Background: an optimization exercise with open tools, aiming at a short achievable clock period and few clock cycles per item. Do not read the settings as production practice.
Only simulation tests tie the RTL to the original design; equivalence was not proved.
No activity file was given, so power comes from the tool's default toggle rates.

--- flow/design.v ---
package rv_pkg;
	typedef enum logic [6:0] {
		OP_LOAD   = 7'b0000011,
		OP_STORE  = 7'b0100011,
		OP_OP     = 7'b0110011,
		OP_OP_IMM = 7'b0010011,
		OP_BRANCH = 7'b1100011,
		OP_JAL    = 7'b1101111
	} opcode_e;
	typedef enum logic [2:0] {
		ALU_ADD = 3'b000,
		ALU_SUB = 3'b001,
		ALU_AND = 3'b010,
		ALU_OR  = 3'b011,
		ALU_SLT = 3'b101  
	} alu_op_e;
	typedef enum logic [1:0] {IMM_I, IMM_S, IMM_B, IMM_J} imm_sel_e;
	typedef enum logic [1:0] {RES_ALU, RES_LOAD, RES_PC4} result_sel_e;
	typedef enum logic [1:0] {
		FWD_REG = 2'b00,
		FWD_WB  = 2'b01,
		FWD_MEM = 2'b10
	} fwd_sel_e;
	typedef struct packed {
		logic        reg_write;
		logic        mem_write;
		logic        branch;
		logic        jump;
		logic        alu_src;  
		result_sel_e result_sel;
		alu_op_e     alu_op;
	} ctrl_t;
endpackage
`timescale 1ns/1ps
module rv_add #(parameter int W = 32) (
	input  logic [W-1:0] a,
	input  logic [W-1:0] b,
	input  logic ci,
	output logic [W-1:0] y
);
	logic [W:0] s;
	assign s = {a, 1'b1} + {b, ci};  
	assign y = s[W:1];
endmodule
module rv_add2 #(parameter int W = 32) (
	input  logic [W-1:0] a,
	input  logic [W-1:0] b,
	output logic [W-1:0] y
);
	assign y = a + b;
endmodule
`timescale 1ns/1ps
module rv_core (
	input  logic clk,
	input  logic rst,
	output logic [31:0] imem_addr,
	input  logic [31:0] imem_data,
	output logic [31:0] dmem_addr,
	output logic [31:0] dmem_wdata,
	output logic dmem_we,
	input  logic [31:0] dmem_rdata
);
	localparam logic [6:0] OP_LOAD   = 7'b0000011;
	localparam logic [6:0] OP_STORE  = 7'b0100011;
	localparam logic [6:0] OP_OP     = 7'b0110011;
	localparam logic [6:0] OP_OP_IMM = 7'b0010011;
	localparam logic [6:0] OP_BRANCH = 7'b1100011;
	localparam logic [6:0] OP_JAL    = 7'b1101111;
	logic [31:0] pc_f;
	logic [4:0]  rs1_d, rs2_d, rd_d;
	logic [31:0] imm_d, target_d, link_d, nxt_d, lk_d;
	logic        lh_d;
	logic [31:1] sel1_d, sel2_d;  
	logic        byp1_d, byp2_d;  
	logic        wr_d, ld_d, st_d, br_d, jal_d, use1_d, use2_d, useimm_d;
	logic        sub_d, slt_d, and_d, or_d;
	logic [31:0] a_e, b_e, bi_e, target_e, link_e;
	logic [4:0]  rd_e;
	logic        wr_e, ld_e, st_e, br_e, jal_e, zr_e;
	logic        slt_e, and_e, or_e, sub_e, s_add_e, s_sub_e, s_ar_e, s_oth_e;
	logic [31:0] res_m, sd_m, addr_m;
	logic [4:0]  rd_m;
	logic        wr_m, ld_m, we_m;
	logic [31:0] regs [1:31];
	logic stall_d, redirect_e, redirect_d, zt_d, zero_e;
	logic [31:0] ins;
	logic [6:0]  opc_f;
	logic [4:0]  rs1_f, rs2_f, rd_f;
	logic        ld_f, st_f, op_f, opi_f, br_f, jal_f, bra_f;
	logic [31:0] imm_i_f, imm_s_f, imm_b_f, imm_j_f;
	logic [31:0] pc4_f, tgt_b_f, tgt_j_f;
	logic [31:0] pc_out;
	assign imem_addr = pc_out;
	assign ins = imem_data;
	assign opc_f = ins[6:0];
	assign rs1_f = ins[19:15];
	assign rs2_f = ins[24:20];
	assign rd_f  = ins[11:7];
	assign ld_f  = (opc_f == OP_LOAD);
	assign st_f  = (opc_f == OP_STORE);
	assign op_f  = (opc_f == OP_OP);
	assign opi_f = (opc_f == OP_OP_IMM);
	assign br_f  = (opc_f == OP_BRANCH);
	assign jal_f = (opc_f == OP_JAL);
	assign bra_f = br_f && (rs1_f == rs2_f);
	assign imm_i_f = {{20{ins[31]}}, ins[31:20]};
	assign imm_s_f = {{20{ins[31]}}, ins[31:25], ins[11:7]};
	assign imm_b_f = {{20{ins[31]}}, ins[7], ins[30:25], ins[11:8], 1'b0};
	assign imm_j_f = {{12{ins[31]}}, ins[19:12], ins[20], ins[30:21], 1'b0};
	assign pc4_f = pc_f + 32'd4;
	rv_add2 #(31) u_add_b (.a(pc_f[31:1]), .b(imm_b_f[31:1]), .y(tgt_b_f[31:1]));
	rv_add2 #(31) u_add_j (.a(pc_f[31:1]), .b(imm_j_f[31:1]), .y(tgt_j_f[31:1]));
	assign tgt_b_f[0] = pc_f[0];
	assign tgt_j_f[0] = pc_f[0];
	localparam int FN = 32;
	logic [31:0] fj_tgt [FN];
	logic [31:0] fj_tag [FN];  
	logic [FN-1:0] fj_v, fj_m;
	logic fj_f, fj_hq, seq_q;
	logic [31:0] fj_t, fj_tq;
	always_comb begin
		fj_t = 32'd0;
		for (int i = 0; i < FN; i++) begin
			fj_m[i] = fj_v[i] && (pc_f[6:2] == 5'(i)) && (fj_tag[i][31:7] == pc_f[31:7]) &&
				(fj_tag[i][1:0] == pc_f[1:0]);
			fj_t = fj_t | ({32{fj_m[i]}} & fj_tgt[i]);
		end
	end
	assign fj_f = (jal_f && rd_f == 5'd0) || bra_f;
	logic lr_j;
	logic [FN-1:0] lr_we;  
	logic [31:0] lr_a, lr_tj, lr_tb, lr_t, lr_an;
	assign lr_t = lr_j ? lr_tj : lr_tb;
	assign lr_an = pc_f - 32'd8;
	always_ff @(posedge clk) begin
		for (int i = 0; i < FN; i++)
			lr_we[i] <= !rst && fj_f && lr_an[6:2] == 5'(i);
		lr_j <= ins[3];  
		lr_a <= lr_an;
		lr_tj <= tgt_j_f;
		lr_tb <= tgt_b_f;
		for (int i = 0; i < FN; i++) begin
			if (rst)
				fj_v[i] <= 1'b0;
			else if (lr_we[i])
				fj_v[i] <= 1'b1;
			if (lr_we[i]) begin
				fj_tag[i] <= lr_a;
				fj_tgt[i] <= lr_t;
			end
		end
	end
	localparam int PH = 5;
	logic [1:0] cnt [128];
	logic [PH-1:0] ghist, gh_d, gh_e;
	logic [6:0] bi0, bi1, bidx_q, bidx_d, bidx_e;
	logic bp_q, pv_d, pv_e, pred_d, pred_e, brc_f, ptk_f;
	assign brc_f = br_f && !bra_f;
	assign ptk_f = brc_f && seq_q && (lp_hq ? lp_tq : bp_q);
	assign bi0 = pc_f[8:2] ^ 7'(ghist);
	assign bi1 = pc_f[8:2] ^ 7'({ghist[PH-2:0], 1'b0});
	always_ff @(posedge clk) begin
		bp_q <= brc_f ? cnt[bi1][1] : cnt[bi0][1];
		bidx_q <= brc_f ? bi1 : bi0;
		if (rst)
			ghist <= '0;
		else if (redirect_e)
			ghist <= {gh_e[PH-2:0], !pred_e};
		else if (redirect_d)
			ghist <= {gh_d[PH-2:0], !pred_d};
		else if (!stall_d && brc_f)
			ghist <= {ghist[PH-2:0], ptk_f};
	end
	logic taken_e;
	always_ff @(posedge clk) begin
		for (int i = 0; i < 128; i++) begin
			if (rst)
				cnt[i] <= 2'b01;
			else if (br_e && pv_e && bidx_e == 7'(i)) begin
				if (taken_e && cnt[i] != 2'b11)
					cnt[i] <= cnt[i] + 2'b01;
				else if (!taken_e && cnt[i] != 2'b00)
					cnt[i] <= cnt[i] - 2'b01;
			end
		end
	end
	localparam int LN = 16;
	logic [31:0] lp_key [LN];
	logic [3:0] lp_trip [LN], lp_cur [LN];
	logic [LN-1:0] lp_v, lp_conf, lp_m;
	logic lp_h, lp_k, lp_t, lp_hq, lp_kq, lp_tq;
	always_comb begin
		lp_h = 1'b0;
		lp_k = 1'b0;
		lp_t = 1'b0;
		for (int i = 0; i < LN; i++) begin
			lp_m[i] = lp_v[i] && (pc_f[5:2] == 4'(i)) &&
				(lp_key[i][31:6] == pc_f[31:6]) && (lp_key[i][1:0] == pc_f[1:0]);
			lp_k = lp_k | lp_m[i];
			lp_h = lp_h | (lp_m[i] && lp_conf[i]);
			lp_t = lp_t | (lp_m[i] && lp_conf[i] && lp_cur[i] == lp_trip[i]);
		end
	end
	logic lu_v;
	logic [3:0] lu_i;
	assign lu_v = zt_d;
	assign lu_i = lk_d[5:2];
	always_ff @(posedge clk) begin
		lp_hq <= lp_h;
		lp_kq <= lp_k;
		lp_tq <= lp_t;
		for (int i = 0; i < LN; i++) begin
			if (rst)
				lp_v[i] <= 1'b0;
			else if (lu_v && lu_i == 4'(i))
				lp_v[i] <= 1'b1;
			if (lu_v && lu_i == 4'(i)) begin
				if (!lh_d) begin
					lp_key[i] <= lk_d;
					lp_conf[i] <= 1'b0;
					lp_cur[i] <= zero_e ? 4'd0 : 4'd1;
				end else if (!zero_e) begin
					if (lp_cur[i] != 4'd15)
						lp_cur[i] <= lp_cur[i] + 4'd1;
				end else begin
					lp_conf[i] <= 1'b1;
					lp_trip[i] <= lp_cur[i];
					lp_cur[i] <= 4'd0;
				end
			end
		end
	end
	logic [31:0] pc_early, nxt_f;
	logic take_j, take_b, fold_f, seq_n;
	assign fold_f = seq_q && fj_hq;
	assign nxt_f = fold_f ? fj_tq : pc4_f;
	assign pc_early = rst ? 32'h0000_0000 : redirect_e ? target_e : stall_d ? nxt_d : nxt_f;
	assign take_j = !rst && !redirect_e && !stall_d && jal_f;
	assign take_b = !rst && !redirect_e && !stall_d && (bra_f || ptk_f);
	assign seq_n = !rst && !redirect_e && !redirect_d && !stall_d && !jal_f && !bra_f &&
		!ptk_f && !fold_f;
	logic sel_early, rd_sel;
	assign sel_early = !take_j && !take_b;
	assign rd_sel = redirect_d && !rst;
	always_ff @(posedge clk) begin
		pc_f <= rd_sel ? target_d :
			({32{take_j}} & tgt_j_f) | ({32{take_b}} & tgt_b_f) | ({32{sel_early}} & pc_early);
		pc_out <= rd_sel ? target_d :
			({32{sel_early}} & pc_early) | (({32{take_b}} & tgt_b_f) | ({32{take_j}} & tgt_j_f));
		seq_q <= seq_n;
		fj_hq <= |fj_m;
		fj_tq <= fj_t;
	end
	logic [4:0] rs1_n, rs2_n;
	assign rs1_n = stall_d ? rs1_d : rs1_f;
	assign rs2_n = stall_d ? rs2_d : rs2_f;
	always_ff @(posedge clk) begin
		if (rst || redirect_e || redirect_d) begin
			wr_d <= 1'b0;
			ld_d <= 1'b0;
			st_d <= 1'b0;
			br_d <= 1'b0;
			jal_d <= 1'b0;
			use1_d <= 1'b0;
			use2_d <= 1'b0;
		end else if (!stall_d) begin
			wr_d <= (ld_f || op_f || opi_f || jal_f) && (rd_f != 5'd0);
			ld_d <= ld_f;
			st_d <= st_f;
			br_d <= br_f && !bra_f;
			jal_d <= jal_f;
			use1_d <= ld_f || st_f || op_f || opi_f || (br_f && !bra_f);
			use2_d <= st_f || op_f || (br_f && !bra_f);
		end
		if (!stall_d) begin
			rs1_d <= rs1_f;
			rs2_d <= rs2_f;
			rd_d <= rd_f;
			useimm_d <= ld_f || st_f || opi_f;
			imm_d <= st_f ? imm_s_f : imm_i_f;
			target_d <= ptk_f ? pc4_f : tgt_b_f;
			pred_d <= ptk_f;
			lk_d <= pc_f - 32'd4;
			lh_d <= seq_q && lp_kq;
			pv_d <= seq_q;
			bidx_d <= bidx_q;
			gh_d <= ghist;
			link_d <= pc4_f;
			nxt_d <= ptk_f ? tgt_b_f : nxt_f;
			sub_d <= op_f && ((ins[14:12] == 3'b000 && ins[30]) || ins[14:12] == 3'b010);
			slt_d <= op_f && ins[14:12] == 3'b010;
			and_d <= op_f && ins[14:12] == 3'b111;
			or_d  <= op_f && ins[14:12] == 3'b110;
			for (int i = 1; i < 32; i++) begin
				sel1_d[i] <= (rs1_f == 5'(i));
				sel2_d[i] <= (rs2_f == 5'(i));
			end
		end
		byp1_d <= wr_e && (rd_e == rs1_n);
		byp2_d <= wr_e && (rd_e == rs2_n);
	end
	logic [31:0] wd_m, rf1, rf2, rv1_d, rv2_d;
	assign wd_m = ld_m ? dmem_rdata : res_m;
	always_comb begin
		rf1 = 32'd0;
		rf2 = 32'd0;
		for (int i = 1; i < 32; i++) begin
			rf1 = rf1 | ({32{sel1_d[i]}} & regs[i]);
			rf2 = rf2 | ({32{sel2_d[i]}} & regs[i]);
		end
	end
	assign rv1_d = byp1_d ? wd_m : rf1;
	assign rv2_d = byp2_d ? wd_m : rf2;
	assign stall_d = ld_e && wr_e &&
		((use1_d && rs1_d == rd_e) || (use2_d && rs2_d == rd_e));
	logic fa_d, fb_d;
	logic [31:0] res_e;
	assign fa_d = wr_e && !ld_e && (rd_e == rs1_d);
	assign fb_d = wr_e && !ld_e && (rd_e == rs2_d);
	assign zt_d = br_d && (s_add_e || s_sub_e) &&
		((rs2_d == 5'd0 && fa_d) || (rs1_d == 5'd0 && fb_d));
	assign zero_e = s_add_e ? ((a_e ^ bi_e) == {a_e[30:0] | bi_e[30:0], 1'b0}) : ((a_e ^ bi_e) == '1);
	assign redirect_d = zt_d && (zero_e != pred_d);
	always_ff @(posedge clk) begin
		if (rst || redirect_e || stall_d) begin
			wr_e <= 1'b0;
			ld_e <= 1'b0;
			st_e <= 1'b0;
			br_e <= 1'b0;
			jal_e <= 1'b0;
		end else begin
			wr_e <= wr_d;
			ld_e <= ld_d;
			st_e <= st_d;
			br_e <= br_d;
			zr_e <= zt_d;
			jal_e <= jal_d;
		end
		a_e <= fwd_sel(fa_d, rv1_d);
		b_e <= fwd_sel(fb_d, rv2_d);
		bi_e <= {32{sub_d}} ^ fwd_sel(fb_d && !useimm_d, useimm_d ? imm_d : rv2_d);
		target_e <= target_d;
		pred_e <= pred_d;
		pv_e <= pv_d;
		bidx_e <= bidx_d;
		gh_e <= gh_d;
		link_e <= link_d;
		rd_e <= rd_d;
		slt_e <= !jal_d && slt_d;
		and_e <= !jal_d && and_d;
		or_e  <= !jal_d && or_d;
		sub_e <= sub_d;
		s_add_e <= !jal_d && !slt_d && !and_d && !or_d && !sub_d;
		s_sub_e <= !jal_d && !slt_d && !and_d && !or_d && sub_d;
		s_ar_e <= !jal_d && !slt_d && !and_d && !or_d;
		s_oth_e <= jal_d || and_d || or_d;
	end
	logic [31:0] oth_e;
	logic lt_e;
	logic [31:0] sum_e;
	logic [32:0] sum33_e;
	rv_add #(33) u_add_e (.a({a_e[31], a_e}), .b({bi_e[31], bi_e}), .ci(sub_e), .y(sum33_e));
	assign sum_e = sum33_e[31:0];
	assign lt_e = sum33_e[32];
	always_comb begin
		if (and_e)
			oth_e = a_e & bi_e;
		else if (or_e)
			oth_e = a_e | bi_e;
		else
			oth_e = link_e;
	end
	assign res_e = ({32{s_ar_e}} & sum_e) | ({32{s_oth_e}} & oth_e) | {31'd0, slt_e & lt_e};
	function automatic logic [31:0] fwd_sel(input logic f, input logic [31:0] d);
		fwd_sel = ({32{f && s_ar_e}} & sum_e) | ({32{f && s_oth_e}} & oth_e) |
			{31'd0, f && slt_e && lt_e} | ({32{!f}} & d);
	endfunction
	assign taken_e = (a_e == b_e);
	assign redirect_e = br_e && !zr_e && (taken_e != pred_e);
	always_ff @(posedge clk) begin
		if (rst) begin
			wr_m <= 1'b0;
			ld_m <= 1'b0;
			we_m <= 1'b0;
		end else begin
			wr_m <= wr_e;
			ld_m <= ld_e;
			we_m <= st_e;
		end
		res_m <= res_e;
		addr_m <= sum_e;
		sd_m <= b_e;
		rd_m <= rd_e;
	end
	assign dmem_addr = addr_m;
	assign dmem_wdata = sd_m;
	assign dmem_we = we_m;
	always_ff @(posedge clk) begin
		for (int i = 1; i < 32; i++)
			if (wr_m && rd_m == 5'(i))
				regs[i] <= wd_m;
	end
endmodule
--- flow/run.sh ---
#!/bin/bash
# synth_recipe.tcl (not shown) runs the flow's synth.tcl, then flattens the netlist and writes it again
# the make line also repeats each setting of config.mk as NAME=value (left out here)
make -C /OpenROAD-flow-scripts/flow DESIGN_CONFIG=/design/flow/config.mk WORK_HOME=/design/flow/orfs CLKGATE_MAP_FILE= SYNTH_SCRIPT=/design/flow/synth_recipe.tcl finish
--- flow/config.mk ---
export PLATFORM = sky130hd
export DESIGN_NAME = rv_core
export DESIGN_NICKNAME = rv_core
export VERILOG_FILES = /design/flow/design.v
export SDC_FILE = /design/flow/constraint.sdc
export NUM_CORES = 4
export LEC_CHECK = 0
export CAP_MARGIN = 20
export CORE_MARGIN = 2
export CORE_UTILIZATION = 45
export SETUP_SLACK_MARGIN = 4.0
export SLEW_MARGIN = 20
export SYNTH_HIERARCHICAL = 1
export SYNTH_MINIMUM_KEEP_SIZE = 0
--- flow/constraint.sdc ---
create_clock -name core_clock -period 7.0 [get_ports {clk}]
set_input_delay 1.4000 -clock core_clock [delete_from_list [all_inputs] [get_ports {clk}]]
set_output_delay 1.4000 -clock core_clock [all_outputs]
set_load 0.01 [all_outputs]
==> flow_metrics.env, run 1 <==
export IMPL_antenna_found_initial=79
export IMPL_ctsHoldBuffers=0
export IMPL_status="complete, no violations"
export IMPL_skew_ns=0.161
export IMPL_rows=237
export IMPL_required_ns=7.68
export IMPL_powerDensity_nw_per_um2=274
export IMPL_maxCapViolations=0
export IMPL_nNetsFinal=15300
export IMPL_numClockSinks=4515
export IMPL_grt_first_pass_wirelength_mm=1100
export IMPL_io_buffer_count=162
export IMPL_routedWlPerCell_um=39.8
export IMPL_fin_crit_sh=0.485
export IMPL_fp_coreArea_sq_um=417000
export IMPL_power_uw=63900
export IMPL_antenna_left=0
export IMPL_grt_overflow=0
export IMPL_p_leak_uw=0.0791
export IMPL_synthDistinctLibCells=109
export IMPL_arrival_ns=4.08
export IMPL_dp_hpwl_mm=425
export IMPL_routed_wl_mm=834
export IMPL_track_usage=0.376
export IMPL_r2r_slack_ns=3.61
export IMPL_hold_class="reg2reg"
export IMPL_ys_seq_elements=4515
export IMPL_min_period_ns=3.39
export IMPL_cts_buffers=454
export IMPL_path_clk_slew_ns=0.06
export IMPL_peakVddDrop_mv=0.255
export IMPL_r2r_start="a_e[17]$_DFF_P_"
export IMPL_die_x_um=651
export IMPL_tightest_slew_ns=1.41
export IMPL_synth_edf_count=3695
export IMPL_hold_depth=0
export IMPL_drc=0
export IMPL_die_h_um=651
export IMPL_gp_congestion=0.972
export IMPL_fmax_ghz=0.295
export IMPL_min_delay_start="rd_d[1]$_DFFE_PN_"
export IMPL_worst_setup_path_end_kind="flop"
export IMPL_io_pins=163
export IMPL_grt_max_degree=118
export IMPL_tns_ns=0
export IMPL_cts_tree="yes"
export IMPL_yosys_warnings=14
export IMPL_ys_seq_area_frac=0.676
export IMPL_slew_limit_headroom=0.0582
export IMPL_die_area_sq_um=424000
export IMPL_dr_pass1_iters=19
export IMPL_syn_area_sq_um=188000
export IMPL_reg2reg_depth=13
export IMPL_crit_path_start_kind="flop"
export IMPL_area_growth_synth_to_final_pct=23.8
export IMPL_critPathKind="reg2reg"
export IMPL_crit_fanout=7
export IMPL_layout_drive_gt1_share=0.216
export IMPL_cts_max_level=5
export IMPL_ctsRootBufferMaster="clkbuf_16"
export IMPL_synth_fp_nets=14200
export IMPL_async_reset_ff_frac=0
export IMPL_ys_flop_type="edfxtp_1"
export IMPL_worstSkewPairLatency_ns=1.12
export IMPL_setup_violations=0
export IMPL_syn_area_per_cell_sq_um=13.5
export IMPL_worstReg2RegEnd="lp_cur[0][3]$_SDFFCE_PP0P_"
export IMPL_timing_final_hold_violations=0
export IMPL_via_per_inst=6.85
export IMPL_syn_inst=13900
export IMPL_hold_end="rd_e[1]$_DFF_P_"
export IMPL_drt_iter0_drc=27200
export IMPL_rsz0062_at_grt="yes"
export IMPL_via_count=144000
export IMPL_grt_pass1_vias=130000
export IMPL_fillers=33100
export IMPL_drv_slew=0
export IMPL_cts_buffer_depth=4
export IMPL_utilization=0.560
export IMPL_start_util=0.452
timing repair:
item | 4_1_cts | 5_1_grt
setup endpoints to repair | 1387 | 1186
endpoints found under the hold margin | 0 | 0
resized for setup | 1831 | 642
buffers inserted | 543 | 229
gates cloned | 108 | 32
pin swaps | 261 | 295
metal layers:
| layer | vias to the layer above | track usage | part of all wire |
|---|---|---|---|
| li1 | 56000 | - | - |
| met1 | 71200 | 0.482 | 0.35 |
| met2 | 13000 | 0.539 | 0.41 |
| met3 | 3377 | 0.123 | 0.15 |
| met4 | 62 | 0.258 | 0.090 |
| met5 | - | 0.000905 | 0.00072 |
stage by stage:
step / setup WS [ns] / cell area (sq um) / hold WS, ns / std cells
5_1_grt: 3.64 / 233000 / 0.310 / 20900
2_1_floorplan: 3.35 / 189000 / 0.323 / 13900
3_3_place_gp: 1.85 / 198000 / 0.325 / 19200
4_1_cts: 3.73 / 228000 / 0.314 / 20700
3_5_place_dp: 1.80 / 198000 / 0.327 / 19200
6_report: 3.61 / 233000 / 0.257 / 21000
kinds of logic (layout without fill, tap and decap cells):
kind of cell / after synthesis / after routing / share of synthesized area
XOR/XNOR: 1682 / 1682 / 0.0782
buffers and inverters: 1009 / 2508 / 0.0228
AND/OR/NAND/NOR: 3018 / 3044 / 0.0795
adder cells (fa/ha/maj): 185 / 185 / 0.0124
other: 0 / 44 / 0
AO/OA/AOI/OAI: 3282 / 3282 / 0.119
flip-flops: 4515 / 4515 / 0.676
multiplexers: 220 / 222 / 0.0126
how the worst max path moves through the flow:
stage,start,to,depth (start not counted)
6_report,a_e[17]$_DFF_P_,lp_cur[0][3]$_SDFFCE_PP0P_,13
5_1_grt,a_e[12]$_DFF_P_,lp_cur[9][1]$_SDFFCE_PP0P_,13
4_1_cts,pc_out[1]$_DFF_P_,imem_addr[1],3
3_5_place_dp,imem_data[21],pc_out[17]$_DFF_P_,13
3_3_place_gp,imem_data[21],pc_out[17]$_DFF_P_,13
2_1_floorplan,imem_data[30],pc_out[17]$_DFF_P_,11
layout by cell type, fill, tap and decap left out, types with 91 or more instances in the layout:
cell type,n
buf_12,250
nor2_1,628
a21oi_1,621
buf_6,186
inv_1,190
xor2_1,593
mux2_2,91
nor4_1,165
clkbuf_16,492
o21ai_0,542
dfxtp_1,636
buf_16,108
dfxtp_4,115
a22o_1,294
nand4_1,454
mux2i_1,106
clkbuf_1,116
nand3_1,401
a221oi_1,221
a22oi_1,971
buf_4,686
nor2_4,122
xnor2_1,1005
nand2_1,678
edfxtp_1,3695
report_power, final:
group          leakage (uW)  total [uW]  switching (uW)  internal (uW)
clock               0.00735       24900           10900          14000
combinational        0.0306        7030            4910           2120
sequential           0.0411       31900             878          31100
worst max-delay path, stage by stage (launching register included):
cell and delay (ns):
dfxtp_4 0.39, inv_2 0.05, ha_4 0.29, o22ai_2 0.08, nor4_2 0.30, nand4_1 0.23
nor4_2 0.41, and4_4 0.36, buf_12 0.12, buf_12 0.09, nor2b_4 0.04, buf_12 0.14
buf_12 0.15, a41oi_4 0.29
registers in the layout, indices dropped and copies added, names as in the netlist, 64 cells and up:
signal   cells
lp_key     448
fj_tgt    1024
lp_trip     64
fj_tag     864
regs       992
cnt        256
lp_cur      64
final cells by class:
cell class	count	area, sq um	share of cell area
Timing Repair inverter	1	8.76	0.0000375
Timing Repair Buffer	1450	18500	0.0794
Tap cell	5497	6880	0.0295
Clock inverter	207	2200	0.00941
Multi-Input combinational cell	8415	64000	0.274
Antenna cell	44	110	0.000472
Sequential cell	4515	128000	0.548
Clock buffer	644	12900	0.0552
Inverter	206	850	0.00364
Yosys cell counts, types with 40 or more instances:
library cell,count,share of area
a21o_1,40,0.0016
a21oi_1,696,0.018
a221oi_1,294,0.014
a22o_1,307,0.014
a22oi_1,996,0.040
buf_1,52,0.0010
buf_2,214,0.0057
buf_4,44,0.0018
clkbuf_1,484,0.0096
dfxtp_1,820,0.087
edfxtp_1,3695,0.59
ha_1,182,0.012
inv_1,203,0.0040
mux2_2,108,0.0065
mux2i_1,109,0.0058
nand2_1,715,0.014
nand3_1,425,0.011
nand4_1,454,0.015
nor2_1,769,0.015
nor3_1,98,0.0026
nor4_1,268,0.0089
o21ai_0,628,0.017
or4_1,68,0.0027
xnor2_1,1055,0.049
xor2_1,626,0.029
Testbench counts, summed over its fixed seeds: cycles 107,373, programs 48.
==> inputs of run 2 (changes only) <==
--- a/flow/design.v
+++ b/flow/design.v
@@ -68,8 +68,7 @@
 	localparam logic [6:0] OP_JAL    = 7'b1101111;
 	logic [31:0] pc_f;
 	logic [4:0]  rs1_d, rs2_d, rd_d;
-	logic [31:0] imm_d, target_d, link_d, nxt_d, lk_d;
-	logic        lh_d;
+	logic [31:0] imm_d, target_d, link_d, nxt_d;
 	logic [31:1] sel1_d, sel2_d;  
 	logic        byp1_d, byp2_d;  
 	logic        wr_d, ld_d, st_d, br_d, jal_d, use1_d, use2_d, useimm_d;
@@ -112,7 +111,7 @@
 	rv_add2 #(31) u_add_j (.a(pc_f[31:1]), .b(imm_j_f[31:1]), .y(tgt_j_f[31:1]));
 	assign tgt_b_f[0] = pc_f[0];
 	assign tgt_j_f[0] = pc_f[0];
-	localparam int FN = 32;
+	localparam int FN = 16;
 	logic [31:0] fj_tgt [FN];
 	logic [31:0] fj_tag [FN];  
 	logic [FN-1:0] fj_v, fj_m;
@@ -121,7 +120,7 @@
 	always_comb begin
 		fj_t = 32'd0;
 		for (int i = 0; i < FN; i++) begin
-			fj_m[i] = fj_v[i] && (pc_f[6:2] == 5'(i)) && (fj_tag[i][31:7] == pc_f[31:7]) &&
+			fj_m[i] = fj_v[i] && (pc_f[5:2] == 4'(i)) && (fj_tag[i][31:6] == pc_f[31:6]) &&
 				(fj_tag[i][1:0] == pc_f[1:0]);
 			fj_t = fj_t | ({32{fj_m[i]}} & fj_tgt[i]);
 		end
@@ -134,7 +133,7 @@
 	assign lr_an = pc_f - 32'd8;
 	always_ff @(posedge clk) begin
 		for (int i = 0; i < FN; i++)
-			lr_we[i] <= !rst && fj_f && lr_an[6:2] == 5'(i);
+			lr_we[i] <= !rst && fj_f && lr_an[5:2] == 4'(i);
 		lr_j <= ins[3];  
 		lr_a <= lr_an;
 		lr_tj <= tgt_j_f;
@@ -156,7 +155,7 @@
 	logic [6:0] bi0, bi1, bidx_q, bidx_d, bidx_e;
 	logic bp_q, pv_d, pv_e, pred_d, pred_e, brc_f, ptk_f;
 	assign brc_f = br_f && !bra_f;
-	assign ptk_f = brc_f && seq_q && (lp_hq ? lp_tq : bp_q);
+	assign ptk_f = brc_f && seq_q && bp_q;
 	assign bi0 = pc_f[8:2] ^ 7'(ghist);
 	assign bi1 = pc_f[8:2] ^ 7'({ghist[PH-2:0], 1'b0});
 	always_ff @(posedge clk) begin
@@ -184,52 +183,6 @@
 			end
 		end
 	end
-	localparam int LN = 16;
-	logic [31:0] lp_key [LN];
-	logic [3:0] lp_trip [LN], lp_cur [LN];
-	logic [LN-1:0] lp_v, lp_conf, lp_m;
-	logic lp_h, lp_k, lp_t, lp_hq, lp_kq, lp_tq;
-	always_comb begin
-		lp_h = 1'b0;
-		lp_k = 1'b0;
-		lp_t = 1'b0;
-		for (int i = 0; i < LN; i++) begin
-			lp_m[i] = lp_v[i] && (pc_f[5:2] == 4'(i)) &&
-				(lp_key[i][31:6] == pc_f[31:6]) && (lp_key[i][1:0] == pc_f[1:0]);
-			lp_k = lp_k | lp_m[i];
-			lp_h = lp_h | (lp_m[i] && lp_conf[i]);
-			lp_t = lp_t | (lp_m[i] && lp_conf[i] && lp_cur[i] == lp_trip[i]);
-		end
-	end
-	logic lu_v;
-	logic [3:0] lu_i;
-	assign lu_v = zt_d;
-	assign lu_i = lk_d[5:2];
-	always_ff @(posedge clk) begin
-		lp_hq <= lp_h;
-		lp_kq <= lp_k;
-		lp_tq <= lp_t;
-		for (int i = 0; i < LN; i++) begin
-			if (rst)
-				lp_v[i] <= 1'b0;
-			else if (lu_v && lu_i == 4'(i))
-				lp_v[i] <= 1'b1;
-			if (lu_v && lu_i == 4'(i)) begin
-				if (!lh_d) begin
-					lp_key[i] <= lk_d;
-					lp_conf[i] <= 1'b0;
-					lp_cur[i] <= zero_e ? 4'd0 : 4'd1;
-				end else if (!zero_e) begin
-					if (lp_cur[i] != 4'd15)
-						lp_cur[i] <= lp_cur[i] + 4'd1;
-				end else begin
-					lp_conf[i] <= 1'b1;
-					lp_trip[i] <= lp_cur[i];
-					lp_cur[i] <= 4'd0;
-				end
-			end
-		end
-	end
 	logic [31:0] pc_early, nxt_f;
 	logic take_j, take_b, fold_f, seq_n;
 	assign fold_f = seq_q && fj_hq;
@@ -280,8 +233,6 @@
 			imm_d <= st_f ? imm_s_f : imm_i_f;
 			target_d <= ptk_f ? pc4_f : tgt_b_f;
 			pred_d <= ptk_f;
-			lk_d <= pc_f - 32'd4;
-			lh_d <= seq_q && lp_kq;
 			pv_d <= seq_q;
 			bidx_d <= bidx_q;
 			gh_d <= ghist;
==> run 2 against run 1 <==
  * Sequential share of layout area is 2.3 points lower
  * Still clean on timing, DRC and antenna
  * First-iteration DRC count is 29% lower
  * Critical endpoint is now a_e[29]$_DFF_P_
  * Count of clock-buffer cells in the layout is 216 lower
  * Final cell count is 31% lower
  * Synthesized area is 34% lower
  * Final area is 35% lower
  * Register-to-register slack better by 0.06 ns
==> flow_metrics.env, run 2 <==
export IMPL_status="complete, no violations"
export IMPL_ys_seq_area_frac=0.638
export IMPL_tightest_slew_ns=1.22
export IMPL_dp_hpwl_mm=316
export IMPL_die_x_um=531
export IMPL_drt_iter0_drc=19400
export IMPL_timing_hold_ws_ns=0.334
export IMPL_min_delay_start="link_d[24]$_DFFE_PN_"
export IMPL_crit_fanout=24
export IMPL_synth_area_leaders="edfxtp_1, dfxtp_1, a22oi_1"
export IMPL_antenna_found_initial=62
export IMPL_cts_buffer_depth=4
export IMPL_io_pins=163
export IMPL_largest_register_ffs=992
export IMPL_worstSetupStartpoint="sel1_d[10]$_DFFE_PN_"
export IMPL_hold_class="reg2reg"
export IMPL_stdcell_count=14500
export IMPL_synth_top_cells_by_count="edfxtp_1, a22oi_1, dfxtp_1, nand2_1, o21ai_0"
export IMPL_drc=0
export IMPL_routed_wl_mm=577
export IMPL_peakVddDrop_mv=0.203
export IMPL_via_count=102000
export IMPL_track_usage=0.392
export IMPL_crit_path_start_kind="flop"
export IMPL_antenna_left=0
export IMPL_synthDistinctLibCells=103
export IMPL_fillers=22400
export IMPL_ys_flop_type="edfxtp_1"
export IMPL_reg_top3="regs (992), fj_tgt (512), fj_tag (448)"
export IMPL_syn_inst=10000
export IMPL_start_util=0.452
export IMPL_tns_ns=0
export IMPL_rsz0062_at_grt="yes"
export IMPL_setup_violations=0
export IMPL_ctsHoldBuffers=0
export IMPL_grt_pass1_vias=95200
export IMPL_powerDensity_nw_per_um2=287
export IMPL_numClockSinks=2915
export IMPL_slew_limit_headroom=0.183
export IMPL_ys_seq_elements=2915
export IMPL_async_reset_ff_frac=0
export IMPL_max_flop_register="regs"
export IMPL_synth_most_common_cell="edfxtp_1"
export IMPL_nNetsFinal=10800
export IMPL_die_h_um=531
export IMPL_layout_drive_gt1_share=0.205
export IMPL_utilization=0.552
export IMPL_synth_fp_nets=10200
export IMPL_worst_setup_path_end_kind="flop"
export IMPL_rows=193
export IMPL_fmax_ghz=0.300
export IMPL_p_leak_uw=0.0521
export IMPL_grt_overflow=0
export IMPL_fin_crit_sh=0.476
export IMPL_timing_final_hold_violations=0
export IMPL_critPathKind="reg2reg"
export IMPL_cts_max_level=5
export IMPL_gp_congestion=0.987
export IMPL_r2r_start="sel1_d[10]$_DFFE_PN_"
export IMPL_dp_cells=13500
export IMPL_path_clk_slew_ns=0.06
export IMPL_area_growth_synth_to_final_pct=22.2
export IMPL_layout_common_cells="edfxtp_1, a22oi_1, dfxtp_1"
export IMPL_skew_ns=0.0475
export IMPL_yosysTopAreaCellShare=0.515
export IMPL_yosys_warnings=11
export IMPL_io_buffer_count=162
export IMPL_final_common_cell="edfxtp_1"
export IMPL_via_per_inst=7.02
export IMPL_routedWlPerCell_um=39.7
export IMPL_worstSkewPairLatency_ns=0.96
export IMPL_required_ns=7.87
export IMPL_maxCapViolations=0
export IMPL_fp_coreArea_sq_um=276000
export IMPL_syn_area_per_cell_sq_um=12.5
export IMPL_grt_max_degree=195
export IMPL_ctsRootBufferMaster="clkbuf_16"
export IMPL_drv_slew=0
export IMPL_synth_edf_count=2145
export IMPL_cts_tree="yes"
export IMPL_min_period_ns=3.33
export IMPL_grt_first_pass_wirelength_mm=769
export IMPL_die_area_sq_um=282000
export IMPL_cts_buffers=312
export IMPL_dr_pass1_iters=10
export IMPL_arrival_ns=4.20
export IMPL_synth_area_leader_cell="edfxtp_1"
export IMPL_syn_area_sq_um=125000
run 2: final cells by class:
cell class                 count  area, sq um  area share
sequential                  2915        80200       0.525
multi-input combinational   6284        46900       0.307
timing repair buffer         850         9650      0.0632
clock buffer                 428         8910      0.0584
tap                         3705         4640      0.0303
clock inverter               139         1630      0.0107
inverter                     180          706     0.00462
antenna                       37         92.6    0.000606
timing repair inverter         2         15.0   0.0000983
run 2: worst paths after layout:
check | to | slack [ns] | depth (start not counted)
setup reg to reg | a_e[29]$_DFF_P_ | 3.67 | 8
setup / recovery | a_e[29]$_DFF_P_ | 3.67 | 8
hold / removal | link_e[24]$_DFF_P_ | 0.33 | 0
hold reg to reg | link_e[24]$_DFF_P_ | 0.33 | 0
run 2: per-stage QoR:
stage / instance area [sq um] / worst slack, ns / total power [uW]
final: 153000 / 3.67 / 43800
after detailed placement: 132000 / 1.94 / 25800
after CTS: 150000 / 3.74 / 43200
after floorplan: 126000 / 3.40 / 23200
after global placement: 132000 / 1.95 / 25700
after global routing: 153000 / 3.67 / 44700
run 2: what timing repair did:
item / 4_1_cts / 5_1_grt
setup buffers: 253 / 75
gates resized for setup: 1122 / 386
pin swaps: 169 / 140
gates cloned: 41 / 19
endpoints found under the setup margin: 817 / 386
run 2: critical path, cell delays in order (launching register included):
cell	delay, ns
edfxtp_1	0.93
buf_4	0.72
a22o_1	0.26
a221oi_1	0.05
nand3_1	0.11
nor4_1	0.07
buf_4	0.16
a21oi_1	0.61
mux2_2	0.30
run 2: layer usage:
| metal | up-vias | track usage | routed length (um) |
|---|---|---|---|
| met5 | - | 0 | 312 |
| met4 | 48 | 0.259 | 49800 |
| met3 | 2551 | 0.128 | 82800 |
| met2 | 9156 | 0.567 | 240000 |
| met1 | 50500 | 0.501 | 203000 |
| li1 | 39900 | - | - |
run 2: report_power, final:
part	internal [uW]	leakage (uW)	switching (uW)	total, uW
logic	1780	0.0208	3820	5600
registers	20100	0.0261	814	21000
clock network	10100	0.00518	7150	17300
total	32100	0.0521	11800	43800
run 2: cell families (layout without fill, tap and decap cells):
family | count (synthesis) | after routing | synth area share
flip-flops | 2915 | 2915 | 0.638
AO/OA/AOI/OAI | 2900 | 2900 | 0.159
AND/OR/NAND/NOR | 2260 | 2261 | 0.0877
buffers and inverters | 813 | 1599 | 0.0262
XOR/XNOR | 696 | 696 | 0.0488
multiplexers | 262 | 262 | 0.0233
adder cells (fa/ha/maj) | 165 | 165 | 0.0167
other | 0 | 37 | 0
Testbench counts of run 2, summed over its fixed seeds: cycles 108,932, programs 48.

## re-timing with driven ports
The flow's constraints put no driver on any port. The routed layouts listed below were extracted and timed again, unchanged, in two steps.
Step 1 assumes that a clkbuf_16 drives the clock port and a buf_2 every other input.
Step 2 adds t to the input delays and takes it off the output delays; t is the mean of the earliest and latest rising clock arrival at the registers after step 1. Input paths then give back, and output paths get back, about the clock's delay inside the block.
Slacks: ideal ports / drivers / drivers and shift; pairs: ideal ports / drivers.
| run | t, ns | setup WS [ns] | hold WS [ns] | worst setup path at the end | worst slew at a driven data input, ns |
|---|---|---|---|---|---|
| run 1 | 1.164 | 3.608 / 3.576 / 2.678 | 0.257 / 0.257 / 0.257 | input to register | 0.31 |
| run 2 | 1.030 | 3.670 / 3.670 / 2.701 | 0.334 / 0.334 / 0.334 | input to register | 0.27 |
After both steps setup and hold are still met in every run listed. The setup slack of run 2, which loses most, moves by 0.000 ns with the drivers and by -0.969 ns with both steps.
